This design comes from an exercise in tuning for small area, a short achievable clock period and few clock cycles on the open sky130 flow, not from production work. In this exercise RTL edits were held to simulation tests only and were not proved equivalent to the original. Power figures rest on the tool's default switching activity, not on a simulated workload.

==> design/flow/design.v <==
package smme_pkg;
    localparam int unsigned FIELD_W = 32;
    localparam int unsigned ROW_W   = 5;
    typedef struct packed {
        logic [FIELD_W-1:0] base;
        logic [FIELD_W-1:0] expo;
        logic [FIELD_W-1:0] modulus;
        logic [5:0]         top;
        logic               empty;
    } t_job;
endpackage
module smme_step #(
    parameter int ARCH = 2
) (
    input  logic [33:0] i_a,
    input  logic [31:0] i_d,
    input  logic [31:0] i_m,
    output logic [31:0] o_r
);
    logic [34:0] w_s;
    logic [33:0] w_m3;
    logic [35:0] w_d1, w_d2, w_d3, w_d4;
    logic        w_c0, w_c1, w_c2, w_c3, w_c4, w_c5;
    smme_add #(35, ARCH) u_s (
        .i_a({1'b0, i_a}), .i_b({3'b000, i_d}), .i_c(1'b0),
        .o_s(w_s), .o_co(w_c0));
    smme_add #(34, ARCH) u_m3 (
        .i_a({2'b00, i_m}), .i_b({1'b0, i_m, 1'b0}), .i_c(1'b0),
        .o_s(w_m3), .o_co(w_c5));
    smme_add #(36, ARCH) u_d1 (
        .i_a({1'b0, w_s}), .i_b(~{4'b0000, i_m}), .i_c(1'b1),
        .o_s(w_d1), .o_co(w_c1));
    smme_add #(36, ARCH) u_d2 (
        .i_a({1'b0, w_s}), .i_b(~{3'b000, i_m, 1'b0}), .i_c(1'b1),
        .o_s(w_d2), .o_co(w_c2));
    smme_add #(36, ARCH) u_d3 (
        .i_a({1'b0, w_s}), .i_b(~{2'b00, w_m3}), .i_c(1'b1),
        .o_s(w_d3), .o_co(w_c3));
    smme_add #(36, ARCH) u_d4 (
        .i_a({1'b0, w_s}), .i_b(~{2'b00, i_m, 2'b00}), .i_c(1'b1),
        .o_s(w_d4), .o_co(w_c4));
    assign o_r = !w_d4[35] ? w_d4[31:0] :
                 !w_d3[35] ? w_d3[31:0] :
                 !w_d2[35] ? w_d2[31:0] :
                 !w_d1[35] ? w_d1[31:0] : w_s[31:0];
endmodule
module smme_add #(
    parameter int W = 32,
    parameter int ARCH = 1
) (
    input  logic [W-1:0] i_a,
    input  logic [W-1:0] i_b,
    input  logic         i_c,
    output logic [W-1:0] o_s,
    output logic         o_co
);
    logic [W-1:0] p, g, G, P;
    always_comb begin
        p = i_a ^ i_b;
        g = i_a & i_b;
        g[0] = g[0] | (p[0] & i_c);
        G = g;
        P = p;
        if (ARCH == 0) begin
            for (int i = 1; i < W; i++) begin
                G[i] = G[i] | (P[i] & G[i-1]);
                P[i] = P[i] & P[i-1];
            end
        end else if (ARCH == 1) begin
            for (int l = 0; (1 << l) < W; l++)
                for (int i = (2 << l) - 1; i < W; i += (2 << l)) begin
                    G[i] = G[i] | (P[i] & G[i - (1 << l)]);
                    P[i] = P[i] & P[i - (1 << l)];
                end
            for (int l = 6; l >= 0; l--)
                for (int i = 3 * (1 << l) - 1; i < W; i += (2 << l)) begin
                    G[i] = G[i] | (P[i] & G[i - (1 << l)]);
                    P[i] = P[i] & P[i - (1 << l)];
                end
        end else if (ARCH == 2) begin
            for (int l = 0; (1 << l) < W; l++)
                for (int i = 0; i < W; i++)
                    if ((i >> l) & 1) begin
                        G[i] = G[i] | (P[i] & G[((i >> l) << l) - 1]);
                        P[i] = P[i] & P[((i >> l) << l) - 1];
                    end
        end else begin
            for (int l = 0; (1 << l) < W; l++)
                for (int i = W - 1; i >= (1 << l); i--) begin
                    G[i] = G[i] | (P[i] & G[i - (1 << l)]);
                    P[i] = P[i] & P[i - (1 << l)];
                end
        end
        o_s[0] = p[0] ^ i_c;
        for (int i = 1; i < W; i++) o_s[i] = p[i] ^ G[i-1];
        o_co = G[W-1];
    end
endmodule
module square_multiply_modexp_trace #(
    parameter int unsigned EXP_WIDTH = 32,
    parameter int unsigned MOD_WIDTH = 32
) (
    input  logic         i_clk,
    input  logic         i_rst_n,
    input  logic         s_axis_tvalid,
    output logic         s_axis_tready,
    input  logic [95:0]  s_axis_tdata,
    output logic         m_axis_tvalid,
    input  logic         m_axis_tready,
    output logic [71:0]  m_axis_tdata,
    output logic         m_axis_tuser,
    output logic         m_axis_tlast
);
    logic q_idle, q_red, q_sqr, q_mul;
    logic [31:0] r_m;      
    logic [32:0] r_e;      
    logic        r_ez;     
    logic [31:0] r_b;      
    logic [31:0] r_acc;    
    logic [31:0] r_sq;     
    logic [31:0] r_p2;     
    logic [31:0] r_p3;     
    logic [3:0]  r_cnt;    
    logic        r_pre2;   
    logic        r_pre3;   
    logic        r_j1;     
    logic        r_j3;     
    logic [4:0]  r_row;
    logic        r_valid, r_bit, r_last, r_user;
    logic        r_as4, r_aa4, r_aa2, r_as2;
    logic        r_da, r_ds, r_d2, r_d3;
    logic [1:0]  r_rd;
    logic [33:0] w_a;
    logic [31:0] w_d, w_res;
    assign w_a = ({34{r_as4}} & {r_sq, 2'b00}) | ({34{r_aa4}} & {r_acc, 2'b00})
               | ({34{r_aa2}} & {1'b0, r_acc, 1'b0}) | ({34{r_as2}} & {1'b0, r_sq, 1'b0});
    assign w_d = ({32{r_da}} & r_acc) | ({32{r_ds}} & r_sq)
               | ({32{r_d2}} & r_p2) | ({32{r_d3}} & r_p3) | {30'd0, r_rd};
    smme_step u_step (.i_a(w_a), .i_d(w_d), .i_m(r_m), .o_r(w_res));
    logic [31:0] w_src;
    logic [3:0]  w_lead, w_next;
    logic [1:0]  w_dn, w_dv;
    logic        w_pre, w_last, w_jmp;
    assign w_src = q_sqr ? r_acc : r_b;            
    assign w_pre = r_pre2 | r_pre3;
    always_comb begin
        w_lead = 4'd0;
        for (int k = 1; k < 16; k++)
            if (w_src[2*k +: 2] != 2'b00) w_lead = 4'(k);
    end
    assign w_last = !w_pre && r_cnt == 4'd0;
    assign w_dv   = w_src[2*w_lead +: 2];          
    assign w_jmp  = r_pre3 && (r_j1 || r_j3);
    assign w_next = r_pre3 ? (w_jmp ? w_lead - 4'd1 : w_lead) : r_cnt - 4'd1;
    assign w_dn   = w_src[2*w_next +: 2];
    logic w_op, w_hold, w_run, w_end, w_empty, w_tomul, w_emit, w_done, w_gosq, w_skip;
    logic w_ebit, w_elast;
    assign w_ebit  = r_e[32];                      
    assign w_elast = (r_e[31:0] == 32'h8000_0000);   
    assign w_op    = q_red | q_sqr | q_mul;
    assign w_hold  = r_valid && !m_axis_tready;    
    assign w_run   = w_op && !w_hold && !(q_red && w_last && !w_ebit && !r_ez);
    assign w_end   = w_run && w_last;
    assign w_empty = q_red && r_ez;                
    assign w_tomul = q_sqr && w_ebit;
    assign w_emit  = w_end && !w_tomul;            
    assign w_done  = w_emit && (w_empty || w_elast);   
    assign w_gosq  = w_emit && !w_done;
    assign w_skip  = q_red && !w_ebit && !r_ez;
    always_ff @(posedge i_clk) begin
        if (q_idle) begin
            r_m   <= s_axis_tdata[95:64];
            r_e   <= {s_axis_tdata[63:32], 1'b1};
            r_ez  <= (s_axis_tdata[63:32] == 32'd0);
            r_b   <= s_axis_tdata[31:0];
            r_cnt <= 4'd15;
            r_pre2 <= 1'b0;
            r_pre3 <= 1'b0;
            {r_as4, r_aa4, r_aa2, r_as2} <= 4'b0000;
            {r_da, r_ds, r_d2, r_d3} <= 4'b0000;
            r_rd <= (s_axis_tdata[63:32] != 32'd0) ? s_axis_tdata[31:30] : 2'b00;
        end else begin
            if (w_skip || w_gosq) r_e <= {r_e[31:0], 1'b0};
            if (q_sqr && r_pre2 && r_row == 5'd0) r_b <= r_acc;
            if (w_run && r_pre2) begin
                r_j1 <= w_lead != 4'd0 && w_dv == 2'd1;
                r_j3 <= w_lead != 4'd0 && w_dv == 2'd3;
            end
            if (w_run) begin
                r_pre2 <= w_end;
                r_pre3 <= r_pre2;
                r_cnt  <= w_next;
                r_rd   <= 2'b00;
                if (w_end) begin
                    {r_as4, r_aa4} <= 2'b00;
                    r_aa2 <= w_gosq;
                    r_as2 <= w_tomul;
                    {r_da, r_ds, r_d2, r_d3} <= 4'b0000;
                end else if (r_pre2) begin
                    {r_da, r_ds} <= {q_sqr, q_mul};
                    {r_d2, r_d3} <= 2'b00;
                end else begin
                    r_as4 <= r_pre3 ? (w_jmp && (q_sqr ^ r_j1)) : q_sqr;
                    r_aa4 <= r_pre3 ? (w_jmp && !(q_sqr ^ r_j1)) : !q_sqr;
                    {r_aa2, r_as2} <= 2'b00;
                    r_da <= q_sqr && w_dn == 2'd1;
                    r_ds <= q_mul && w_dn == 2'd1;
                    r_d2 <= !q_red && w_dn == 2'd2;
                    r_d3 <= !q_red && w_dn == 2'd3;
                    r_rd <= (q_red && !r_ez) ? w_dn : 2'b00;
                end
            end
        end
        if (w_run) begin
            if (r_pre2) begin
                r_p2 <= w_res;
            end else if (r_pre3) begin
                r_p3 <= w_res;
                if (r_j3) begin
                    if (q_sqr) r_sq <= w_res;
                    else       r_acc <= w_res;
                end
            end else if (q_sqr) begin
                r_sq <= w_res;
                if (w_end) r_acc <= w_res;
            end else begin
                r_acc <= w_res;
            end
        end
        if (w_emit) begin
            r_bit  <= !w_empty && (q_red || q_mul);
            r_row  <= q_red ? 5'd0 : r_row + 5'd1;
            r_last <= w_done;
            r_user <= w_empty;
        end
        if (!i_rst_n) begin
            q_idle  <= 1'b1;
            q_red   <= 1'b0;
            q_sqr   <= 1'b0;
            q_mul   <= 1'b0;
            r_valid <= 1'b0;
        end else begin
            r_valid <= w_emit || w_hold;
            if (q_idle && s_axis_tvalid) begin
                q_idle <= 1'b0;
                q_red  <= 1'b1;
            end
            if (w_end) begin
                q_red  <= 1'b0;
                q_sqr  <= w_gosq;
                q_mul  <= w_tomul;
                q_idle <= w_done;
            end
        end
    end
    assign s_axis_tready = q_idle;
    assign m_axis_tvalid = r_valid;
    assign m_axis_tdata  = {2'b00, r_row, r_acc,
                            (r_row == 5'd0) ? {31'd0, !r_user} : r_sq, r_bit};
    assign m_axis_tuser  = r_user;
    assign m_axis_tlast  = r_last;
endmodule
==> design/flow/flow/run.sh <==
#!/bin/bash
# Layout flow: the standard layout (standard.sh, ORFS from synthesis to
# finish, unchanged synthesis), except that every input and output port gets
# a sky130_fd_sc_hd__buf_1 as its port buffer instead of the default cell that
# buffer_ports picks. The full output goes to standard.log in the work folder;
# ORFS keeps each step's own log under orfs/logs.
set -euo pipefail
bash standard.sh "BUFFER_PORTS_ARGS=-buffer_cell sky130_fd_sc_hd__buf_1" finish > standard.log 2>&1
==> design/flow/standard.sh <==
#!/bin/bash
# synth_recipe.tcl (not shown) runs the flow's synth.tcl, then flattens the netlist and writes it again
# the make line also repeats each setting of config.mk as NAME=value (left out here)
make -C /OpenROAD-flow-scripts/flow DESIGN_CONFIG=/design/flow/config.mk WORK_HOME=/design/flow/orfs CLKGATE_MAP_FILE= SYNTH_SCRIPT=/design/flow/synth_recipe.tcl "${@:-finish}"
==> design/flow/config.mk <==
export PLATFORM = sky130hd
export DESIGN_NAME = square_multiply_modexp_trace
export DESIGN_NICKNAME = square_multiply_modexp_trace
export VERILOG_FILES = /design/flow/design.v
export SDC_FILE = /design/flow/constraint.sdc
export NUM_CORES = 4
export LEC_CHECK = 0
export CAP_MARGIN = 20
export CORE_MARGIN = 2
export CORE_UTILIZATION = 50
export PLACE_DENSITY = 0.75
export SETUP_SLACK_MARGIN = 5
export SLEW_MARGIN = 20
==> design/flow/constraint.sdc <==
create_clock -name core_clock -period 11.0 [get_ports {i_clk}]
set_input_delay 2.2000 -clock core_clock [delete_from_list [all_inputs] [get_ports {i_clk}]]
set_output_delay 2.2000 -clock core_clock [all_outputs]
set_load 0.01 [all_outputs]
==> results.json, run 1 <==
{
  "status": "finished clean",
  "crit_path_start_kind": "flop",
  "crit_buf_inv": 3,
  "power.internal_uw": 2390,
  "worstSkewPairLatency_ns": 0.60,
  "track_usage_pct": 31.0,
  "timing.critical_path.mode_cell": "a221oi_4",
  "timing.max_slew.rel_slack_pct": 24.2,
  "crit_slowest_cell": "edfxtp_1",
  "detail_route.drc_violations": 0,
  "cellLeakagePower_uw": 0.0108,
  "tritoncts": "built",
  "initial_utilization_pct": 50.5,
  "drt_first_pass_iters": 8,
  "max_freq_mhz": 156,
  "required_ns": 11.33,
  "clkTransAtPathRegs_ns": 0.06,
  "hold_buffers": 0,
  "drv_slew": 0,
  "yosys_warnings": 4,
  "max_stage_delay_ns": 0.50,
  "globalplace.congestion": 0.972,
  "critPathCaptureType": "flop",
  "drt_iter0_drc": 1968,
  "finalWirelength_mm": 71.6,
  "hold_class": "flop to flop",
  "share_clk_of_total_power_pct": 30.1,
  "die-area_sq_um": 45100,
  "num_vias": 19700,
  "die_height_um": 212,
  "grt_overflow": 0,
  "worstPathArrival_ns": 6.74,
  "number_of_enable_type_register_cells_in_the_synthesized_netlist": 237,
  "sequential_element_share_of_the_synthesized_area_pct": 34.7,
  "syn_avg_cell_area_sq_um": 9.70,
  "synth_xor_xnor_area_share_pct": 5.45,
  "routed.top_layer": "met4",
  "total_length_of_routed_met3_wires_mm": 6.13,
  "numCtsBuffers": 31,
  "critical_path.top_delay_family": "compound AO/OA/AOI/OAI gates",
  "critPathKind": "flop to flop",
  "ctsLongestPathBuffers": 3,
  "synth_compound_gate_area_share_pct": 20.9,
  "met1_length_mm": 29.2,
  "met2RoutedLength_mm": 32.4,
  "tns_ns": 0,
  "clock-skew-final_ns": 0.0172,
  "layout.nets": 2826,
  "post_synth_fa_ha_maj_area_fraction_pct": 13.7,
  "timing.final.crit_share_pct": 58.3,
  "post_synth_mux_area_share_pct": 6.50,
  "switching_share_pct": 34.2,
  "yosys.cell_types.count": 100,
  "finalCoreUtilization_pct": 61.6,
  "syn-cell-area_sq_um": 21700,
  "design.portCount": 176,
  "timing.final.hold_violations": 0,
  "ys_seq_elements": 257,
  "setup_repair_after_global_routing_missed_its_margin": "true",
  "routedWlPerCell_um": 23.0,
  "row_count": 76,
  "final_layout_worst_hold_slack_ns": 0.500,
  "antenna_left": 0,
  "antenna_cells_inserted": 0,
  "synth_top_family_by_area": "compound AO/OA/AOI/OAI gates",
  "grt_max_degree": 70,
  "netlist_instances": 2235,
  "fp.dieW_um": 212,
  "synth-main-ff-cell": "edfxtp_1",
  "cellPowerDensity_nw_per_um2": 137,
  "layout_area_growth_over_synthesis_pct": 22.0,
  "clock_sink_count": 257,
  "tightestPinTransition_ns": 1.14,
  "drt-vias-per-instance": 6.34,
  "post-route-cell-area_sq_um": 26500,
  "grt_first_pass_wirelength_mm": 108,
  "clock_tree.root_cell": "clkbuf_16",
  "seq_power_share_pct": 34.7,
  "post-dp-hpwl_mm": 49.2,
  "placed_cell_area_sq_um": 22900,
  "area_fraction_in_and_or_nand_and_nor_cells_after_synthesis_pct": 14.7,
  "drive_above_1_share_pct": 18.5,
  "worstPathMaxFanout": 7,
  "via_count_of_the_first_global_routing_pass": 19300,
  "timing.max_cap.violations": 0,
  "floorplan.core_area_sq_um": 43000,
  "post_layout_minimum_cycle_time_ns": 6.41,
  "p_sw_uw": 1240,
  "antenna_found_initial": 0,
  "cts_htree_levels": 1,
  "vdd_drop_max_mv": 0.140,
  "async_reset_ff_share_pct": 0,
  "setup_violations": 0,
  "comb_power_share_pct": 35.2,
  "place.port_buffers": 173
}
==> power groups by stage <==
stage / logic (uW) / registers, uW / clock network (uW)
floorplan: 728 / 1260 / 0
global placement: 968 / 1280 / 0
detailed placement: 1000 / 1290 / 0
CTS: 1190 / 1260 / 1100
global route: 1370 / 1270 / 1140
finish: 1280 / 1260 / 1090
==> path summary, 6_finish.rpt <==
check	slack, ns	start	cells past startpoint	to
worst min-delay path	0.50	r_e[0]	2	r_e[0]
worst max-delay path	4.59	r_sq[8]	25	r_p3[4]
worst max register to register	4.59	r_sq[8]	25	r_p3[4]
worst min register to register	0.50	r_e[0]	2	r_e[0]
==> cell usage in the layout, fill, tap and decap left out, types with 11 or more instances in the layout <==
master,n
mux2i_1,62
o211ai_1,17
o21bai_1,18
o21ai_0,82
a22oi_1,119
dfxtp_1,13
or2_2,15
buf_12,14
buf_6,15
fa_1,23
and2_1,14
nor2_1,129
nor2b_1,49
ha_4,11
a21oi_2,12
nor3_1,47
edfxtp_1,237
a21oi_1,101
nand4_1,16
xor2_1,56
mux2_2,48
inv_1,101
nor4_1,21
buf_1,173
and3_1,14
a21o_1,64
clkbuf_16,32
a211oi_1,20
ha_1,182
nand3_1,31
nor3b_1,11
o21a_1,39
xnor2_1,62
buf_4,114
nand2_1,216
nand2b_1,17
==> synthesized netlist by cell type (32+ instances only) <==
| master | number | share of area (%) |
|---|---|---|
| inv_1 | 103 | 1.8 |
| nor3_1 | 49 | 1.1 |
| nand3_1 | 32 | 0.74 |
| mux2_2 | 50 | 2.6 |
| a21o_1 | 64 | 2.2 |
| nor2_1 | 138 | 2.4 |
| a22oi_1 | 124 | 4.3 |
| o21a_1 | 39 | 1.4 |
| o21ai_0 | 91 | 2.1 |
| nor2b_1 | 49 | 1.4 |
| ha_1 | 198 | 11 |
| mux2i_1 | 64 | 3.0 |
| edfxtp_1 | 237 | 33 |
| a21oi_1 | 113 | 2.6 |
| clkbuf_1 | 64 | 1.1 |
| xor2_1 | 64 | 2.6 |
| xnor2_1 | 71 | 2.9 |
| nand2_1 | 220 | 3.8 |
==> metal layers <==
metal	vias to the layer above	track usage, %
met4	0	15.1
met2	1048	49.8
li1	8963	-
met1	9509	41.1
met5	-	0
met3	227	4.55
==> registers in the layout, indices dropped and copies added (netlist names), 2 cells and up <==
register,count
r_p2,32
r_p3,32
r_b,32
r_acc,32
r_row,5
r_sq,32
r_cnt,4
r_e,33
r_m,32
r_rd,2
==> kinds of logic (layout without fill, tap and decap cells) <==
family | after synthesis | after routing
XOR/XNOR | 135 | 135
flip-flops | 257 | 257
AND/OR/NAND/NOR | 651 | 652
other | 1 | 2
buffers and inverters | 199 | 490
adder cells (fa/ha/maj) | 223 | 223
AO/OA/AOI/OAI | 646 | 646
multiplexers | 123 | 123
==> worst reg2reg max path, delay by kind of cell (launching register included) <==
kind	cells	cell delay, ns
buf+inv	3	0.46
flops	1	0.50
simple gates	5	0.90
compound gates	12	3.01
mux	3	0.59
fa+ha+maj	2	0.69
==> per-stage QoR <==
| stage | instances | power [uW] | worst slack [ns] |
|---|---|---|---|
| final | 3113 | 3630 | 4.59 |
| after global routing | 3113 | 3770 | 4.36 |
| after CTS | 3089 | 3560 | 4.82 |
| after detailed placement | 2924 | 2290 | 3.12 |
| after global placement | 2924 | 2250 | 2.88 |
| after floorplan | 2236 | 1990 | 5.02 |
==> what timing repair did <==
action	CTS	global route
gates resized for setup	195	48
hold endpoints to repair	0	0
pin swaps	86	36
setup buffers	97	24
endpoints found under the setup margin	128	129
cloned	10	0
==> final cells by class <==
class | instances | area [sq um]
Sequential cell | 257 | 7540
Inverter | 105 | 397
Clock inverter | 24 | 290
Multi-Input combinational cell | 1781 | 14400
Clock buffer | 34 | 807
Timing Repair Buffer | 327 | 2260
Fill cell | 3493 | 16500
Tap cell | 585 | 732
Testbench counts, summed over its fixed seeds: cycles 58,985.
==> run 2, diff against run 1 <==
--- a/design/flow/config.mk
+++ b/design/flow/config.mk
@@ -8,6 +8,6 @@
 export CAP_MARGIN = 20
 export CORE_MARGIN = 2
-export CORE_UTILIZATION = 50
-export PLACE_DENSITY = 0.75
+export CORE_UTILIZATION = 45
+export PLACE_DENSITY = 0.7
 export SETUP_SLACK_MARGIN = 5
 export SLEW_MARGIN = 20
==> run 2 against run 1 <==
Effect of this change: cell area decreased by 1.2%; worst setup slack improved by 0.0080 ns; highest routed layer is now met5; still clean; synthesized cell count unchanged; sequential cell count unchanged; fmax increased by 0.12%; critical endpoint is now r_sq[4].
==> results.json, run 2 <==
{
  "antenna_found_initial": 1,
  "synth_largest_area_cell": "edfxtp_1",
  "drv_slew": 0,
  "worstPathArrival_ns": 6.73,
  "hold_class": "flop to flop",
  "synth.most_common_cell": "edfxtp_1",
  "p_sw_uw": 1230,
  "synth-main-ff-cell": "edfxtp_1",
  "synth_top_family_by_area": "compound AO/OA/AOI/OAI gates",
  "antenna_left": 0,
  "antenna_cells_inserted": 0,
  "worstPathMaxFanout": 33,
  "comb_power_share_pct": 35.6,
  "post_layout_minimum_cycle_time_ns": 6.40,
  "sequential_cell_area_sq_um": 7530,
  "tns_ns": 0,
  "grt_first_pass_wirelength_mm": 108,
  "setup_violations": 0,
  "place.port_buffers": 173,
  "num_vias": 19600,
  "critPathCaptureType": "flop",
  "cellPowerDensity_nw_per_um2": 135,
  "num-fill-cells": 4093,
  "floorplan.core_area_sq_um": 47600,
  "max_freq_mhz": 156,
  "tightestPinTransition_ns": 0.847,
  "clock_sink_count": 257,
  "cellLeakagePower_uw": 0.0107,
  "syn_avg_cell_area_sq_um": 9.70,
  "sequential_element_share_of_the_synthesized_area_pct": 34.7,
  "critPathKind": "flop to flop",
  "vdd_drop_max_mv": 0.132,
  "die_height_um": 224,
  "number_of_enable_type_register_cells_in_the_synthesized_netlist": 237,
  "numCtsBuffers": 31,
  "most-common-layout-cells": "edfxtp_1 (237), nand2_1 (213), ha_1 (186)",
  "globalplace.congestion": 0.981,
  "ys_seq_elements": 257,
  "async_reset_ff_share_pct": 0,
  "layout_commonest_cell": "edfxtp_1",
  "clock-skew-final_ns": 0.0133,
  "power.internal_uw": 2300,
  "drt_first_pass_iters": 7,
  "synth_xor_xnor_area_share_pct": 5.45,
  "setup_repair_after_global_routing_missed_its_margin": "true",
  "syn-cell-area_sq_um": 21700,
  "post-dp-hpwl_mm": 50.7,
  "grt_max_degree": 65,
  "drt-vias-per-instance": 6.26,
  "drive_above_1_share_pct": 17.9,
  "synth.area.top_cells": "edfxtp_1 (33%), ha_1 (11%), a22oi_1 (4.3%), nand2_1 (3.8%), mux2i_1 (3.0%)",
  "die-area_sq_um": 50000,
  "switching_share_pct": 34.8,
  "yosys.cell_types.count": 100,
  "status": "finished clean",
  "fp.dieW_um": 224,
  "tritoncts": "built",
  "layout_area_growth_over_synthesis_pct": 20.6,
  "drt_iter0_drc": 1992,
  "crit_slowest_cell": "ha_1",
  "timing.final.hold_violations": 0,
  "design.portCount": 176,
  "max_stage_delay_ns": 0.38,
  "hold_buffers": 0,
  "fin_cells": 3138,
  "routedWlPerCell_um": 23.0,
  "required_ns": 11.33,
  "number_of_flip_flops_in_the_largest_register": 33,
  "timing.critical_path.from": "r_as4",
  "synth_compound_gate_area_share_pct": 20.9,
  "post_synth_fa_ha_maj_area_fraction_pct": 13.7,
  "final_layout_worst_hold_slack_ns": 0.496,
  "regMostFlops": "r_e",
  "share_clk_of_total_power_pct": 28.8,
  "timing.final.crit_share_pct": 58.2,
  "timing.max_cap.violations": 0,
  "crit_path_start_kind": "flop",
  "cts_htree_levels": 1,
  "post_synth_most_frequent_cells": "edfxtp_1 (237), nand2_1 (220), ha_1 (198), nor2_1 (138), a22oi_1 (124)",
  "place.detailed.instances": 2957,
  "multiInputGateArea_sq_um": 14400,
  "timing.critical_path.mode_cell": "a221oi_4",
  "worstSkewPairLatency_ns": 0.60,
  "post_synth_mux_area_share_pct": 6.50,
  "yosys_warnings": 4,
  "ctsLongestPathBuffers": 3,
  "track_usage_pct": 27.8,
  "crit-reg2reg-launch": "r_as4",
  "detail_route.drc_violations": 0,
  "initial_utilization_pct": 45.5,
  "layout.nets": 2822,
  "netlist_instances": 2235,
  "grt_overflow": 0,
  "area_fraction_in_and_or_nand_and_nor_cells_after_synthesis_pct": 14.7,
  "timing.max_slew.rel_slack_pct": 43.0,
  "clock_tree.root_cell": "clkbuf_16",
  "finalWirelength_mm": 72.2,
  "via_count_of_the_first_global_routing_pass": 18800,
  "seq_power_share_pct": 35.7,
  "worst_hold_startpoint": "r_e[0]",
  "row_count": 80,
  "share_of_the_synthesized_area_in_the_top_cell_type_pct": 32.8,
  "clkTransAtPathRegs_ns": 0.06
}
==> run 2: cell counts after synthesis <==
Identical to the previous run, type by type.
==> run 2: worst paths after layout <==
kind                            cells past startpoint      end  slack, ns
worst min-delay path                                2   r_e[0]       0.50
worst min register to register                      2   r_e[0]       0.50
worst max register to register                     25  r_sq[4]       4.60
worst max-delay path                               25  r_sq[4]       4.60
==> run 2: worst max-delay path, delay by kind of cell, from the launching register on <==
kind                     cells  cell delay [ns]
AND/OR/NAND/NOR              5             0.79
AO/OA/AOI/OAI               12             3.12
multiplexers                 3             0.61
flip-flops                   1             0.32
buffers and inverters        3             0.53
adder cells (fa/ha/maj)      2             0.73
==> run 2: power groups by stage <==
stage	clock (uW)	combinational (uW)	sequential, uW
after floorplan	0	728	1260
after global placement	0	989	1280
after detailed placement	0	1010	1280
after CTS	1030	1150	1260
after global routing	1070	1350	1270
final	1020	1260	1260
==> run 2: routing by layer <==
layer,wire length [um],global-route usage [%],part of all wire (%)
met3,5860,3.73,8.1
met4,3370,11.4,4.7
met2,33000,45.6,46
met5,11,0,0.015
met1,30000,37.0,41
==> run 2: kinds of logic (layout without fill, tap and decap cells) <==
family,count (synthesis),after routing
flops,257,257
simple gates,651,658
compound gates,646,646
buf+inv,199,479
xor+xnor,135,135
other cells,1,2
fa+ha+maj,223,223
mux,123,123
==> run 2: area by class of cell <==
cell class | instances | share of cell area, %
clock inverters | 20 | 0.732
well taps | 615 | 2.94
multi-input cells | 1787 | 54.9
inverters | 105 | 1.52
repair buffers | 317 | 7.91
clock buffers | 37 | 3.17
flip-flops and latches | 257 | 28.8
==> run 2: repair_timing <==
action / CTS / global route
resized for setup: 156 / 70
pin swaps: 65 / 46
cloned: 10 / 2
setup buffers: 69 / 43
endpoints found under the setup margin: 128 / 133
==> run 2: per-stage QoR <==
stage	util [%]	instance area (sq um)	power, uW	setup WS [ns]
finish	54.9	26100	3530	4.60
global route	54.9	26100	3680	4.36
CTS	53.4	25500	3440	4.79
detailed placement	48.1	22900	2290	3.42
global placement	48.1	22900	2270	3.72
floorplan	-	21700	1990	5.02
==> run 3, diff against run 2 <==
--- a/design/flow/config.mk
+++ b/design/flow/config.mk
@@ -12,2 +12,4 @@
 export SETUP_SLACK_MARGIN = 5
 export SLEW_MARGIN = 20
+export SYNTH_HIERARCHICAL = 1
+export SYNTH_MINIMUM_KEEP_SIZE = 1000
==> run 3 against run 2 <==
Effect of this change: combinational power shrank 6%; clock skew grew 0.032 ns; sequential power is essentially flat; non-clock buffer count shrank 49; count of clock-buffer cells in the layout grew 5; power grew 0.97%; synthesized area shrank 0.25%; hold slack gained 0.0057 ns; highest routed layer is now met4.
==> results.json, run 3 <==
{
  "status": "finished clean",
  "synth.area.top_cells": "edfxtp_1 (33%), ha_1 (11%), a22oi_1 (4.5%), nand2_1 (3.9%), a21oi_1 (3.6%)",
  "yosys_warnings": 10,
  "cellLeakagePower_uw": 0.0103,
  "fp.dieW_um": 223,
  "syn-cell-area_sq_um": 21600,
  "grt_util_met3_pct": 4.10,
  "worst_hold_startpoint": "r_e[0]",
  "layout_area_growth_over_synthesis_pct": 18.1,
  "post-route-cell-area_sq_um": 25500,
  "post_synth_most_frequent_cells": "edfxtp_1 (237), nand2_1 (226), ha_1 (198), a21oi_1 (155), a22oi_1 (131)",
  "timing.hold.worst_path_depth": 2,
  "met2_resource_use_gr_pct": 44.2,
  "post_layout_minimum_cycle_time_ns": 5.92,
  "via_count_of_the_first_global_routing_pass": 18400,
  "synth.most_common_cell": "edfxtp_1",
  "layout_commonest_cell": "edfxtp_1",
  "drv_slew": 0,
  "die-area_sq_um": 49800,
  "crit-reg2reg-launch": "r_aa2",
  "crit_buf_inv": 4,
  "crit_path_cell_trace": "buf_12 > a22o_1 > inv_1 > fa_1 > nand2b_1 > a21o_1 > a211o_1 > a31oi_4 > buf_4 > and3_1 > nor2_1 > xnor2_2 > ha_1 > and2_1 > nand4_1 > a211oi_4 > o21ai_2 > a21oi_1 > and2b_1 > buf_12 > nand2_4 > a211oi_1 > o41a_1",
  "routedWlPerCell_um": 23.5,
  "antenna_found_initial": 0,
  "rr_endpoint": "r_p3[29]",
  "row_count": 80,
  "worstPathArrival_ns": 6.19,
  "required_ns": 11.27,
  "drive_above_1_share_pct": 15.5,
  "grt_busiest_layer": "met2",
  "cts_htree_levels": 2,
  "share_of_the_synthesized_area_in_the_top_cell_type_pct": 32.9,
  "detail_route.drc_violations": 0,
  "clock-skew-final_ns": 0.0455,
  "clkTransAtPathRegs_ns": 0.06,
  "layout.nets": 2790,
  "synth_largest_area_cell": "edfxtp_1",
  "grt_first_pass_wirelength_mm": 107,
  "cellPowerDensity_nw_per_um2": 140,
  "syn_avg_cell_area_sq_um": 9.60,
  "clock_tree.root_cell": "clkbuf_16",
  "initial_utilization_pct": 45.5,
  "clock_sink_count": 257,
  "timing.max_cap.violations": 0,
  "place.port_buffers": 173,
  "vdd_drop_max_mv": 0.107,
  "grt_max_degree": 97,
  "crit_path_start_kind": "flop",
  "globalplace.congestion": 0.976,
  "sequential_element_share_of_the_synthesized_area_pct": 34.8,
  "timing.final.crit_share_pct": 53.8,
  "numCtsBuffers": 34,
  "crit_slowest_cell": "o41a_1",
  "number_of_flip_flops_in_the_largest_register": 33,
  "most-common-layout-cells": "edfxtp_1 (237), nand2_1 (225), ha_1 (189)",
  "rr_worst_depth": 23,
  "design.portCount": 176,
  "sequential_cell_area_sq_um": 7540,
  "grt_overflow": 0,
  "critPathKind": "flop to flop",
  "grt_util_met1_pct": 38.2,
  "antenna_cells_inserted": 0,
  "timing.final.hold_violations": 0,
  "drt_first_pass_iters": 6,
  "finalWirelength_mm": 72.9,
  "hold_class": "flop to flop",
  "worstSkewPairLatency_ns": 0.59,
  "drt-vias-per-instance": 6.24,
  "synth-main-ff-cell": "edfxtp_1",
  "placed_cell_area_sq_um": 22800,
  "post-dp-hpwl_mm": 52.4,
  "worstPathMaxFanout": 30,
  "ys_seq_elements": 257,
  "setup_repair_after_global_routing_missed_its_margin": "true",
  "netlist_instances": 2253,
  "die_height_um": 223,
  "setup_violations": 0,
  "timing.critical_path.mode_cell": "buf_12",
  "async_reset_ff_share_pct": 0,
  "drt_iter0_drc": 2143,
  "antenna_left": 0,
  "num_vias": 19400,
  "regMostFlops": "r_e",
  "max_stage_delay_ns": 0.50,
  "max_freq_mhz": 169,
  "critPathCaptureType": "flop",
  "yosys.cell_types.count": 107,
  "floorplan.core_area_sq_um": 47500,
  "tightestPinTransition_ns": 1.02,
  "number_of_enable_type_register_cells_in_the_synthesized_netlist": 237,
  "multiInputGateArea_sq_um": 14100,
  "critical_path.top_delay_family": "compound AO/OA/AOI/OAI gates",
  "reg2reg_slack_ns": 5.08,
  "ctsLongestPathBuffers": 3,
  "track_usage_pct": 27.7,
  "num-fill-cells": 4179,
  "timing.max_slew.rel_slack_pct": 32.2,
  "tritoncts": "built",
  "min_delay_worst_endpoint": "r_e[0]",
  "tns_ns": 0
}
[run 3: cell count changes after synthesis, sizes merged, moves of 10 or more]
cell | before | now
o21ai | 97 | 122
nor3 | 53 | 63
o211ai | 17 | 29
mux2i | 64 | 33
o21a | 39 | 23
xnor2 | 71 | 82
a21oi | 114 | 159
mux2 | 50 | 64
nor2 | 139 | 111
a31oi | 27 | 17
a21o | 64 | 53
and3 | 16 | 26
[run 3: stage by stage]
step	worst slack (ns)	instances	hold WS (ns)	utilization [%]	total power, uW
6_report	5.08	3107	0.502	53.7	3570
5_1_grt	4.91	3107	0.547	53.7	3730
4_1_cts	5.01	3056	0.496	51.7	3490
3_5_place_dp	3.49	2974	0.482	48.0	2300
3_3_place_gp	3.79	2974	0.483	48.0	2280
2_1_floorplan	5.21	2255	0.456	-	1990
[run 3: how the worst max path moves through the flow]
stage,depth (start not counted),endpoint,startpoint,slack [ns]
after CTS,24,r_sq[19],r_d2,5.01
after detailed placement,22,r_acc[15],r_d2,3.49
after global routing,22,r_p2[20],r_acc[17],4.91
final,23,r_p3[29],r_aa2,5.08
after global placement,23,r_acc[11],r_d2,3.79
after floorplan,5,r_sq[0],m_axis_tready,5.21
[run 3: final cells by class]
type / instances / area share, %
clock buffer: 42 / 3.57
clock inverter: 20 / 0.936
inverter: 99 / 1.46
multi-input combinational: 1806 / 55.3
sequential: 257 / 29.5
tap: 615 / 3.01
timing repair buffer: 268 / 6.23
[run 3: report_power, final]
part           switching (uW)  internal, uW
clock network             478           654
logic                     719           469
registers                61.2          1190
total                    1260          2310
[run 3: timing repair]
item / CTS / global route
setup buffers: 18 / 45
hold buffers: 0 / 0
pin swaps: 13 / 22
resized for setup: 83 / 103
endpoints found under the setup margin: 128 / 128
gates cloned: 2 / 6
[run 3: cells by family after synthesis]
family                   synth area share [%]
adder cells (fa/ha/maj)                  13.9
XOR/XNOR                                 5.63
AND/OR/NAND/NOR                          14.8
other                                  0.0173
AO/OA/AOI/OAI                            22.1
buffers and inverters                    3.90
multiplexers                             4.86
flip-flops                               34.8
[run 3: worst register-to-register path, stage by stage, from the launching register on]
cell and delay, ns:
dfxtp_4 0.40, buf_12 0.16, a22o_1 0.15, inv_1 0.06
fa_1 0.46, nand2b_1 0.19, a21o_1 0.20, a211o_1 0.34
a31oi_4 0.30, buf_4 0.17, and3_1 0.24, nor2_1 0.10
xnor2_2 0.37, ha_1 0.24, and2_1 0.17, nand4_1 0.24
a211oi_4 0.37, o21ai_2 0.14, a21oi_1 0.18, and2b_1 0.23
buf_12 0.18, nand2_4 0.17, a211oi_1 0.07, o41a_1 0.50
[run 3: metal layers]
| metal | up-vias | share of wire [%] | wire (um) |
|---|---|---|---|
| li1 | 8931 | - | - |
| met1 | 9400 | 43 | 31200 |
| met2 | 889 | 46 | 33300 |
| met3 | 156 | 7.4 | 5360 |
| met4 | 0 | 4.2 | 3040 |
| met5 | - | 0 | 0 |
[run 3: per-module statistics from Yosys, one instance, submodules excluded]
module,copies in the design,flops+latches,area (sq um),cells
smme_step,1,0,9140,1208
square_multiply_modexp_trace,1,257,12500,1045
==> run 4, diff against run 3 <==
--- a/design/flow/config.mk
+++ b/design/flow/config.mk
@@ -8,6 +8,6 @@
 export CAP_MARGIN = 20
 export CORE_MARGIN = 2
-export CORE_UTILIZATION = 45
-export PLACE_DENSITY = 0.7
+export CORE_UTILIZATION = 50
+export PLACE_DENSITY = 0.8
 export SETUP_SLACK_MARGIN = 5
 export SLEW_MARGIN = 20
==> run 4 against run 3 <==
Effect of this change: still clean on timing, DRC and antenna; sequential power about the same; combinational power about the same; sequential share of layout area is 0.085 points lower; fmax down 0.46%; register-to-register slack worse by 0.03 ns; count of clock-buffer cells in the layout is 11 lower; sequential cell count stayed put; synthesized cell count did not move; clock skew down 0.032 ns; cell count is 0.74% lower; die area down 9.8%; clock power shrank 4%.
==> results.json, run 4 <==
{
  "floorplan.core_area_sq_um": 42900,
  "drt_iter0_drc": 2247,
  "worstSkewPairLatency_ns": 0.61,
  "worstPathMaxFanout": 17,
  "place.port_buffers": 173,
  "grt_first_pass_wirelength_mm": 101,
  "antenna_found_initial": 0,
  "die-area_sq_um": 44900,
  "post_synth_most_frequent_cells": "edfxtp_1 (237), nand2_1 (226), ha_1 (198), a21oi_1 (155), a22oi_1 (131)",
  "critPathCaptureType": "flop",
  "via_count_of_the_first_global_routing_pass": 18300,
  "netlist_instances": 2253,
  "post_synth_mux_area_share_pct": 4.86,
  "reg2reg_slack_ns": 5.05,
  "clkTransAtPathRegs_ns": 0.06,
  "p_sw_uw": 1230,
  "setup_repair_after_global_routing_missed_its_margin": "false",
  "synth_compound_gate_area_share_pct": 22.1,
  "yosys.cell_types.count": 107,
  "timing.final.crit_share_pct": 54.0,
  "crit_path_start_kind": "flop",
  "status": "finished clean",
  "cellPowerDensity_nw_per_um2": 137,
  "synth-main-ff-cell": "edfxtp_1",
  "num_vias": 19700,
  "critical_path.top_delay_family": "compound AO/OA/AOI/OAI gates",
  "finalWirelength_mm": 69.9,
  "finalCoreUtilization_pct": 59.8,
  "max_stage_delay_ns": 0.54,
  "design.portCount": 176,
  "drt_first_pass_iters": 7,
  "fin_cells": 3084,
  "synth_largest_area_cell": "edfxtp_1",
  "rr_endpoint": "r_p3[29]",
  "crit_slowest_cell": "o41a_1",
  "timing.max_slew.rel_slack_pct": 30.0,
  "fp.dieW_um": 212,
  "routedWlPerCell_um": 22.7,
  "hold_class": "flop to flop",
  "critPathKind": "flop to flop",
  "clock_tree.root_cell": "clkbuf_16",
  "grt_max_degree": 105,
  "number_of_enable_type_register_cells_in_the_synthesized_netlist": 237,
  "globalplace.congestion": 0.973,
  "cts_htree_levels": 1,
  "syn_avg_cell_area_sq_um": 9.60,
  "most-common-layout-cells": "edfxtp_1 (237), nand2_1 (224), ha_1 (187)",
  "drive_above_1_share_pct": 15.9,
  "synth.most_common_cell": "edfxtp_1",
  "comb_power_share_pct": 33.6,
  "post_layout_minimum_cycle_time_ns": 5.95,
  "async_reset_ff_share_pct": 0,
  "required_ns": 11.31,
  "place.detailed.instances": 2942,
  "share_clk_of_total_power_pct": 30.8,
  "worst_hold_startpoint": "r_e[0]",
  "clock-skew-final_ns": 0.0138,
  "switching_share_pct": 35.0,
  "synth_xor_xnor_area_share_pct": 5.63,
  "tritoncts": "built",
  "layout.nets": 2798,
  "sequential_element_share_of_the_synthesized_area_pct": 34.8,
  "tns_ns": 0,
  "post_synth_fa_ha_maj_area_fraction_pct": 13.9,
  "numCtsBuffers": 31,
  "antenna_cells_inserted": 0,
  "power.internal_uw": 2290,
  "layout_area_growth_over_synthesis_pct": 18.5,
  "track_usage_pct": 28.6,
  "tightestPinTransition_ns": 1.05,
  "num-fill-cells": 3476,
  "grt_overflow": 0,
  "post-dp-hpwl_mm": 49.4,
  "syn-cell-area_sq_um": 21600,
  "number_of_flip_flops_in_the_largest_register": 33,
  "rr_worst_depth": 25,
  "setup_violations": 0,
  "detail_route.drc_violations": 0,
  "row_count": 76,
  "regMostFlops": "r_e",
  "drv_slew": 0,
  "min_delay_worst_endpoint": "r_e[0]",
  "antenna_left": 0,
  "clock_sink_count": 257,
  "die_height_um": 212,
  "ys_seq_elements": 257,
  "initial_utilization_pct": 50.4,
  "synth.area.top_cells": "edfxtp_1 (33%), ha_1 (11%), a22oi_1 (4.5%), nand2_1 (3.9%), a21oi_1 (3.6%)",
  "timing.max_cap.violations": 0,
  "drt-vias-per-instance": 6.40,
  "synth_top_family_by_area": "compound AO/OA/AOI/OAI gates",
  "ctsLongestPathBuffers": 3,
  "share_of_the_synthesized_area_in_the_top_cell_type_pct": 32.9,
  "area_fraction_in_and_or_nand_and_nor_cells_after_synthesis_pct": 14.8,
  "timing.hold.worst_path_depth": 2,
  "layout_commonest_cell": "edfxtp_1",
  "cellLeakagePower_uw": 0.0104,
  "yosys_warnings": 10,
  "crit_buf_inv": 6,
  "max_freq_mhz": 168,
  "vdd_drop_max_mv": 0.124,
  "crit-reg2reg-launch": "r_da",
  "worstPathArrival_ns": 6.25,
  "seq_power_share_pct": 35.6,
  "timing.final.hold_violations": 0
}
## run 4: cell types whose count changed in the layout (fill, tap and decap cells not counted), sizes merged
cell / previous run / this run
nand4b: 3 / 2
clkbuf: 47 / 37
bufinv: 2 / 4
clkinvlp: 2 / 7
inv: 104 / 105
buf: 263 / 274
clkinv: 11 / 10
## run 4: Yosys stat by module (local to each module, per instance)
module	flops+latches	cell area, sq um	copies in the design	cells
square_multiply_modexp_trace	257	12500	1	1045
smme_step	0	9140	1	1208
## run 4: worst min-delay path, stage by stage (launching register included)
cell	delay (ns)
dfxtp_1	0.33
inv_1	0.05
o21ai_0	0.07
## run 4: repair_timing
item | in CTS | in global routing
cloned | 1 | 7
hold buffers | 0 | 0
setup endpoints to repair | 128 | 128
pin swaps | 10 | 30
resized for setup | 64 | 110
buffers inserted | 31 | 45
## run 4: how the worst max path moves through the flow
stage	startpoint	slack (ns)	end	depth (start not counted)
after floorplan	m_axis_tready	5.21	r_sq[0]	5
after global placement	r_aa2	3.25	r_acc[11]	21
after detailed placement	r_aa2	3.10	r_acc[11]	21
after CTS	r_aa4	5.00	r_acc[23]	24
after global routing	r_ds	4.87	r_p3[29]	22
final	r_da	5.05	r_p3[29]	25
## run 4: metrics by stage
step	setup WS [ns]	hold WS, ns	total power, uW	cell area (sq um)
floorplan	5.21	0.456	1990	21600
global placement	3.25	0.485	2240	22800
detailed placement	3.10	0.489	2280	22800
CTS	5.00	0.500	3410	24500
global route	4.87	0.520	3660	25600
finish	5.05	0.498	3520	25600
## run 4: logic make-up (layout without fill, tap and decap cells)
group                    count (synthesis)  after routing
AO/OA/AOI/OAI                          693            695
AND/OR/NAND/NOR                        647            647
flip-flops                             257            257
multiplexers                            97             97
XOR/XNOR                               139            139
adder cells (fa/ha/maj)                224            224
other                                    1              3
buffers and inverters                  195            437
## run 4: cell type report
type                       instances  area, sq um  share of cell area [%]
sequential                       257         7540                    29.4
inverter                          99          372                    1.45
clock buffer                      31          776                    3.03
timing repair buffer             280         1700                    6.65
multi-input combinational       1805        14200                    55.3
clock inverter                    27          324                    1.26
tap                              585          732                    2.86
## run 4: power groups by stage
stage | logic, uW | clock network, uW | registers, uW
global route | 1270 | 1130 | 1260
detailed placement | 999 | 0 | 1280
global placement | 971 | 0 | 1270
finish | 1180 | 1090 | 1250
CTS | 1060 | 1100 | 1250
floorplan | 730 | 0 | 1260
## run 4: routing by layer
layer  global-route usage (%)  routed length (um)  share of wire, %  vias up
li1                         -                   -                 -     8954
met1                     38.8               28400                41     9394
met2                     46.3               31200                45     1160
met3                     4.18                6620               9.5      222
met4                     11.0                3680               5.3        0
met5                        0                   0                 0        -
==> run 5, diff against run 4 <==
--- a/design/flow/config.mk
+++ b/design/flow/config.mk
@@ -9,5 +9,5 @@
 export CORE_MARGIN = 2
 export CORE_UTILIZATION = 50
-export PLACE_DENSITY = 0.8
+export PLACE_DENSITY = 0.75
 export SETUP_SLACK_MARGIN = 5
 export SLEW_MARGIN = 20
==> run 5 against run 4 <==
Effect of this change: sequential power hardly changed; power is 2.6% lower; routed wire length is 1.8% lower; first-iteration DRC count is 1.5% lower; combinational power hardly changed; critical endpoint is now r_p2[14].
==> results.json, run 5 <==
{
  "status": "finished clean",
  "routedWlPerCell_um": 22.4,
  "grt_first_pass_wirelength_mm": 101,
  "worstPathArrival_ns": 6.30,
  "number_of_enable_type_register_cells_in_the_synthesized_netlist": 237,
  "num_vias": 19400,
  "sequential_cell_area_sq_um": 7550,
  "drt_first_pass_iters": 6,
  "ctsLongestPathBuffers": 3,
  "vdd_drop_max_mv": 0.127,
  "async_reset_ff_share_pct": 0,
  "timing.critical_path.mode_cell": "a21o_1",
  "final_layout_worst_hold_slack_ns": 0.502,
  "syn-cell-area_sq_um": 21600,
  "tns_ns": 0,
  "timing.max_cap.violations": 0,
  "initial_utilization_pct": 50.4,
  "critPathCaptureType": "flop",
  "layout_area_growth_over_synthesis_pct": 16.4,
  "multiInputGateArea_sq_um": 14000,
  "hold_buffers": 0,
  "regMostFlops": "r_e",
  "yosys_warnings": 10,
  "synth_largest_area_cell": "edfxtp_1",
  "clock_tree.root_cell": "clkbuf_16",
  "cellLeakagePower_uw": 0.0102,
  "most-common-layout-cells": "edfxtp_1 (237), nand2_1 (224), ha_1 (191)",
  "drt-vias-per-instance": 6.33,
  "fp.dieW_um": 212,
  "timing.final.crit_share_pct": 53.4,
  "antenna_left": 0,
  "synth.area.top_cells": "edfxtp_1 (33%), ha_1 (11%), a22oi_1 (4.5%), nand2_1 (3.9%), a21oi_1 (3.6%)",
  "finalCoreUtilization_pct": 58.7,
  "track_usage_pct": 28.9,
  "worstPathMaxFanout": 12,
  "max_stage_delay_ns": 0.42,
  "synth_compound_gate_area_share_pct": 22.1,
  "drive_above_1_share_pct": 14.1,
  "power.internal_uw": 2250,
  "tritoncts": "built",
  "crit_slowest_cell": "fa_1",
  "post_synth_most_frequent_cells": "edfxtp_1 (237), nand2_1 (226), ha_1 (198), a21oi_1 (155), a22oi_1 (131)",
  "cellPowerDensity_nw_per_um2": 136,
  "synth_xor_xnor_area_share_pct": 5.63,
  "comb_power_share_pct": 33.4,
  "yosys.cell_types.count": 107,
  "share_of_the_synthesized_area_in_the_top_cell_type_pct": 32.9,
  "required_ns": 11.43,
  "sequential_element_share_of_the_synthesized_area_pct": 34.8,
  "floorplan.core_area_sq_um": 42900,
  "placed_cell_area_sq_um": 22800,
  "critPathKind": "flop to flop",
  "post_layout_minimum_cycle_time_ns": 5.87,
  "setup_repair_after_global_routing_missed_its_margin": "true",
  "ys_seq_elements": 257,
  "timing.final.hold_violations": 0,
  "numCtsBuffers": 31,
  "design.portCount": 176,
  "p_sw_uw": 1180,
  "synth-main-ff-cell": "edfxtp_1",
  "num-fill-cells": 3632,
  "synth.most_common_cell": "edfxtp_1",
  "finalWirelength_mm": 68.6,
  "crit_path_start_kind": "flop",
  "antenna_found_initial": 0,
  "netlist_instances": 2253,
  "hold_class": "flop to flop",
  "tightestPinTransition_ns": 0.901,
  "synth_top_family_by_area": "compound AO/OA/AOI/OAI gates",
  "area_fraction_in_and_or_nand_and_nor_cells_after_synthesis_pct": 14.8,
  "post-route-cell-area_sq_um": 25200,
  "post_synth_fa_ha_maj_area_fraction_pct": 13.9,
  "detail_route.drc_violations": 0,
  "cts_htree_levels": 1,
  "row_count": 76,
  "clock_sink_count": 257,
  "die_height_um": 212,
  "seq_power_share_pct": 36.6,
  "grt_max_degree": 94,
  "globalplace.congestion": 1.00,
  "syn_avg_cell_area_sq_um": 9.60,
  "switching_share_pct": 34.5,
  "die-area_sq_um": 44900,
  "place.port_buffers": 173,
  "drt_iter0_drc": 2213,
  "layout_commonest_cell": "edfxtp_1",
  "timing.max_slew.rel_slack_pct": 40.0,
  "drv_slew": 0,
  "layout.nets": 2776,
  "crit_path_cell_trace": "buf_12 > a222oi_1 > nand2_1 > inv_1 > fa_1 > nand2b_1 > a21o_1 > a211o_1 > buf_4 > a31oi_4 > a21boi_2 > o21bai_1 > xor2_2 > ha_4 > a21o_1 > a21o_1 > a21o_1 > a2111oi_4 > o41ai_2 > a221oi_2 > o21a_2 > nand2_4 > a211oi_1 > a211o_1",
  "share_clk_of_total_power_pct": 30.0,
  "worstSkewPairLatency_ns": 0.61,
  "clkTransAtPathRegs_ns": 0.06,
  "number_of_flip_flops_in_the_largest_register": 33,
  "max_freq_mhz": 170,
  "clock-skew-final_ns": 0.0169,
  "post_synth_mux_area_share_pct": 4.86,
  "post-dp-hpwl_mm": 49.7,
  "via_count_of_the_first_global_routing_pass": 18300,
  "grt_overflow": 0,
  "setup_violations": 0
}
## run 5: cell counts after synthesis
Identical to the previous run, type by type.
## run 5: cell families after synthesis
| group | count (synthesis) |
|---|---|
| AOI/OAI and AO/OA | 693 |
| xor gates and xnor gates | 139 |
| adders and majority gates | 224 |
| buffers and inverters | 195 |
| DFF | 257 |
| muxes | 97 |
| other | 1 |
| and+or+nand+nor | 647 |
## run 5: worst max-delay path, delay by kind of cell, from the launching register on
family	cells	cell delay, ns
compound gates	15	3.48
fa+ha+maj	2	0.70
simple gates	3	0.41
flops	1	0.40
buf+inv	3	0.37
xor+xnor	1	0.32
## run 5: stage by stage
step,instances,setup slack (ns),total power [uW]
finish,3062,5.13,3430
detailed placement,2943,3.71,2280
global route,3061,4.93,3570
CTS,3016,5.00,3350
global placement,2943,3.81,2250
floorplan,2255,5.21,1990
## run 5: routing by layer
metal  vias to the layer above  wire length [um]  GRT usage [%]  share of wire (%)
li1                       8907                 -              -                  -
met1                      9268             28400           40.1                 41
met2                      1032             31100           46.0                 45
met3                       162              6360           4.06                9.3
met4                         0              2750           10.4                4.0
met5                         -                 0              0                  0
## run 5: Yosys stat by module, one instance, submodules excluded
module,cells,area (sq um),flip-flops and latches
square_multiply_modexp_trace,1045,12500,257
smme_step,1208,9140,0
## run 5: worst paths after layout
check	to	cells past startpoint	from	slack (ns)
worst min-delay path	r_e[0]	2	r_e[0]	0.50
worst min register to register	r_e[0]	2	r_e[0]	0.50
worst max-delay path	r_p2[14]	24	r_d3	5.13
worst max register to register	r_p2[14]	24	r_d3	5.13
## run 5: layout make-up
cell class / instances / share of cell area, %
inverters: 99 / 1.48
clock buffers: 41 / 3.27
diodes: 1 / 0.00994
multi-input cells: 1804 / 55.5
repair buffers: 259 / 6.07
clock inverters: 16 / 0.765
well taps: 585 / 2.91
flip-flops and latches: 257 / 30.0
## run 5: repair_timing
item                                   4_1_cts  5_1_grt
pin swaps                                   10       27
buffers inserted                            16       39
gates cloned                                 0        6
setup endpoints to repair                  128      128
endpoints found under the hold margin        0        0
resized for setup                           68       91
## run 5: power by group through the flow
stage | Sequential, uW | Clock, uW | Combinational (uW)
floorplan | 1260 | 0 | 730
global placement | 1280 | 0 | 972
detailed placement | 1280 | 0 | 999
CTS | 1260 | 1040 | 1050
global route | 1260 | 1080 | 1240
finish | 1250 | 1030 | 1150
==> run 6, diff against run 5 <==
--- a/design/flow/config.mk
+++ b/design/flow/config.mk
@@ -8,8 +8,6 @@
 export CAP_MARGIN = 20
 export CORE_MARGIN = 2
-export CORE_UTILIZATION = 50
-export PLACE_DENSITY = 0.75
+export CORE_UTILIZATION = 40
+export PLACE_DENSITY = 0.6
 export SETUP_SLACK_MARGIN = 5
 export SLEW_MARGIN = 20
-export SYNTH_HIERARCHICAL = 1
-export SYNTH_MINIMUM_KEEP_SIZE = 1000
==> run 6 against run 5 <==
Effect of this change: sequential power hardly changed; non-clock buffer count is 52 higher; sequential share of layout area is 1.3 points lower; combinational power is 9% higher; register-to-register slack worse by 0.50 ns; global-route usage is 4.4 points lower; cell count is 4.8% higher; via count is 0.97% lower; die area is 25% higher; clock skew is 0.013 ns higher; fmax is 7.8% lower; synthesized cell count is 0.80% lower; largest cell class unchanged.
==> results.json, run 6 <==
{
  "status": "finished clean",
  "tritoncts": "built",
  "post_synth_mux_area_share_pct": 6.50,
  "antenna_left": 0,
  "cts_htree_levels": 1,
  "detail_route.drc_violations": 0,
  "number_of_enable_type_register_cells_in_the_synthesized_netlist": 237,
  "synth_compound_gate_area_share_pct": 20.9,
  "required_ns": 11.31,
  "globalplace.congestion": 0.936,
  "synth-main-ff-cell": "edfxtp_1",
  "tightestPinTransition_ns": 0.853,
  "cellPowerDensity_nw_per_um2": 134,
  "grt_overflow": 0,
  "synth_largest_area_cell": "edfxtp_1",
  "vdd_drop_max_mv": 0.117,
  "initial_utilization_pct": 40.4,
  "worstPathArrival_ns": 6.69,
  "clkTransAtPathRegs_ns": 0.06,
  "syn_avg_cell_area_sq_um": 9.70,
  "clock_tree.root_cell": "clkbuf_16",
  "netlist_instances": 2235,
  "most-common-layout-cells": "edfxtp_1 (237), nand2_1 (210), ha_1 (183)",
  "timing.max_cap.violations": 0,
  "max_freq_mhz": 157,
  "die_height_um": 237,
  "sequential_element_share_of_the_synthesized_area_pct": 34.7,
  "fin_cells": 3208,
  "floorplan.core_area_sq_um": 53700,
  "timing.final.crit_share_pct": 57.9,
  "yosys_warnings": 4,
  "synth.area.top_cells": "edfxtp_1 (33%), ha_1 (11%), a22oi_1 (4.3%), nand2_1 (3.8%), mux2i_1 (3.0%)",
  "layout_commonest_cell": "edfxtp_1",
  "numCtsBuffers": 30,
  "drt_first_pass_iters": 5,
  "synth_xor_xnor_area_share_pct": 5.45,
  "syn-cell-area_sq_um": 21700,
  "drt_iter0_drc": 1717,
  "critPathCaptureType": "flop",
  "routedWlPerCell_um": 22.3,
  "hold_class": "flop to flop",
  "post_layout_minimum_cycle_time_ns": 6.37,
  "drv_slew": 0,
  "ctsLongestPathBuffers": 3,
  "yosys.cell_types.count": 100,
  "row_count": 85,
  "cellLeakagePower_uw": 0.0107,
  "layout_area_growth_over_synthesis_pct": 21.4,
  "design.portCount": 176,
  "place.detailed.instances": 3039,
  "via_count_of_the_first_global_routing_pass": 18600,
  "timing.final.hold_violations": 0,
  "grt_first_pass_wirelength_mm": 108,
  "synth.most_common_cell": "edfxtp_1",
  "num_vias": 19200,
  "drive_above_1_share_pct": 18.0,
  "post_synth_most_frequent_cells": "edfxtp_1 (237), nand2_1 (220), ha_1 (198), nor2_1 (138), a22oi_1 (124)",
  "antenna_cells_inserted": 0,
  "track_usage_pct": 24.5,
  "async_reset_ff_share_pct": 0,
  "crit_path_start_kind": "flop",
  "synth_top_family_by_area": "compound AO/OA/AOI/OAI gates",
  "place.port_buffers": 173,
  "grt_max_degree": 81,
  "worstSkewPairLatency_ns": 0.61,
  "setup_repair_after_global_routing_missed_its_margin": "true",
  "regMostFlops": "r_e",
  "clock-skew-final_ns": 0.0296,
  "die-area_sq_um": 56100,
  "clock_sink_count": 257,
  "post_synth_fa_ha_maj_area_fraction_pct": 13.7,
  "ys_seq_elements": 257,
  "area_fraction_in_and_or_nand_and_nor_cells_after_synthesis_pct": 14.7,
  "num-fill-cells": 4887,
  "drt-vias-per-instance": 5.98,
  "hold_buffers": 0,
  "number_of_flip_flops_in_the_largest_register": 33,
  "finalWirelength_mm": 71.5,
  "antenna_found_initial": 0,
  "worstPathMaxFanout": 7,
  "post-dp-hpwl_mm": 50.9,
  "tns_ns": 0,
  "setup_violations": 0,
  "share_of_the_synthesized_area_in_the_top_cell_type_pct": 32.8,
  "fp.dieW_um": 237,
  "layout.nets": 2812,
  "critPathKind": "flop to flop",
  "sequential_cell_area_sq_um": 7540,
  "timing.max_slew.rel_slack_pct": 43.1,
  "multiInputGateArea_sq_um": 14500
}
## run 6: cell count changes after synthesis, moves of 13 or more
| cell | change |
|---|---|
| o21ai_1 | -16 |
| a21oi_1 | -42 |
| nor2_1 | +29 |
| nor3_1 | -13 |
| mux2i_1 | +31 |
| o21a_1 | +16 |
## run 6: critical path, cell delays in order, from the launching register on
cell	delay [ns]
edfxtp_1	0.43
a222oi_1	0.38
nand2_1	0.12
ha_2	0.19
a21o_1	0.17
a311oi_2	0.34
a21oi_2	0.15
a22oi_2	0.27
a31oi_4	0.17
a221oi_4	0.31
buf_6	0.16
nand3_2	0.07
o211ai_1	0.23
ha_1	0.34
and3_4	0.18
a221o_1	0.30
a31o_2	0.24
a221oi_4	0.34
o21ai_4	0.11
a22o_4	0.27
a221oi_4	0.28
buf_12	0.18
and2_4	0.24
or3_4	0.15
o21ai_2	0.05
a221o_1	0.39
## run 6: worst paths after layout
| kind | startpoint | end | slack, ns | cells past startpoint |
|---|---|---|---|---|
| hold reg to reg | r_e[0] | r_e[0] | 0.49 | 2 |
| hold / removal | r_e[0] | r_e[0] | 0.49 | 2 |
| setup / recovery | r_sq[1] | r_acc[13] | 4.63 | 25 |
| setup reg to reg | r_sq[1] | r_acc[13] | 4.63 | 25 |
## run 6: where the power goes
group / switching (uW) / total [uW] / leakage (uW) / internal, uW
Sequential: 70.2 / 1250 / 0.00245 / 1180
Clock: 442 / 1020 / 0.000482 / 577
Combinational: 720 / 1250 / 0.00773 / 534
## run 6: logic make-up after synthesis
family          Yosys count
mux                     123
other cells               1
flops                   257
buf+inv                 199
fa+ha+maj               223
compound gates          646
simple gates            651
xor+xnor                135
## run 6: through the flow
stage | setup WS [ns] | instance area (sq um) | power, uW | hold slack [ns] | util [%]
finish | 4.63 | 26300 | 3530 | 0.492 | 49.0
floorplan | 5.02 | 21700 | 1990 | 0.459 | -
detailed placement | 3.09 | 23000 | 2290 | 0.492 | 42.9
global route | 4.42 | 26300 | 3680 | 0.541 | 49.0
global placement | 3.34 | 23000 | 2270 | 0.483 | 42.9
CTS | 4.80 | 25800 | 3460 | 0.495 | 48.0
## run 6: what timing repair did
item | in CTS | in global routing
resized for setup | 174 | 65
gates cloned | 9 | 1
endpoints found under the setup margin | 128 | 132
pin swaps | 68 | 47
setup buffers | 78 | 26
hold endpoints to repair | 0 | 0
## run 6: routing by layer
metal	share of wire, %	track usage (%)
met1	45	34.1
met2	46	40.3
met3	6.1	2.53
met4	3.7	7.33
met5	0	0
## run 6: cell type report
type / count / area share, %
Clock buffer: 31 / 2.87
Clock inverter: 24 / 0.956
Inverter: 105 / 1.51
Multi-Input combinational cell: 1784 / 54.9
Sequential cell: 257 / 28.7
Tap cell: 696 / 3.31
Timing Repair Buffer: 311 / 7.78

## separate check: timing with driven ports
The flow's constraints put no driver on any port. The routed layouts listed below were extracted and timed again, unchanged, in two steps.
Step 1 assumes that a clkbuf_16 drives the clock port and a buf_2 every other input.
Step 2 moves the port delays by t, midway between the first and last clock arrival at a register: inputs arrive t later, outputs are due t later. That takes back most of the time a late clock gives input paths.
Three values: ideal, step 1, step 2; two values: the first two.
run | t (ns) | slack for setup (ns) | worst setup path at the end | clock arrival spread, ns | slew at the worst register clock pin (ns)
run 1 | 0.653 | 4.592 / 4.592 / 4.592 | register to register | 0.018 / 0.017 | 0.07 / 0.07
run 2 | 0.653 | 4.600 / 4.600 / 4.600 | register to register | 0.013 / 0.013 | 0.06 / 0.06
run 3 | 0.625 | 5.082 / 5.082 / 5.082 | register to register | 0.046 / 0.045 | 0.06 / 0.06
run 4 | 0.655 | 5.055 / 5.055 / 5.055 | register to register | 0.015 / 0.015 | 0.07 / 0.07
run 5 | 0.659 | 5.128 / 5.128 / 5.128 | register to register | 0.017 / 0.017 | 0.07 / 0.07
run 6 | 0.655 | 4.628 / 4.628 / 4.628 | register to register | 0.030 / 0.030 | 0.07 / 0.07
After both steps setup and hold are still met in every run listed.
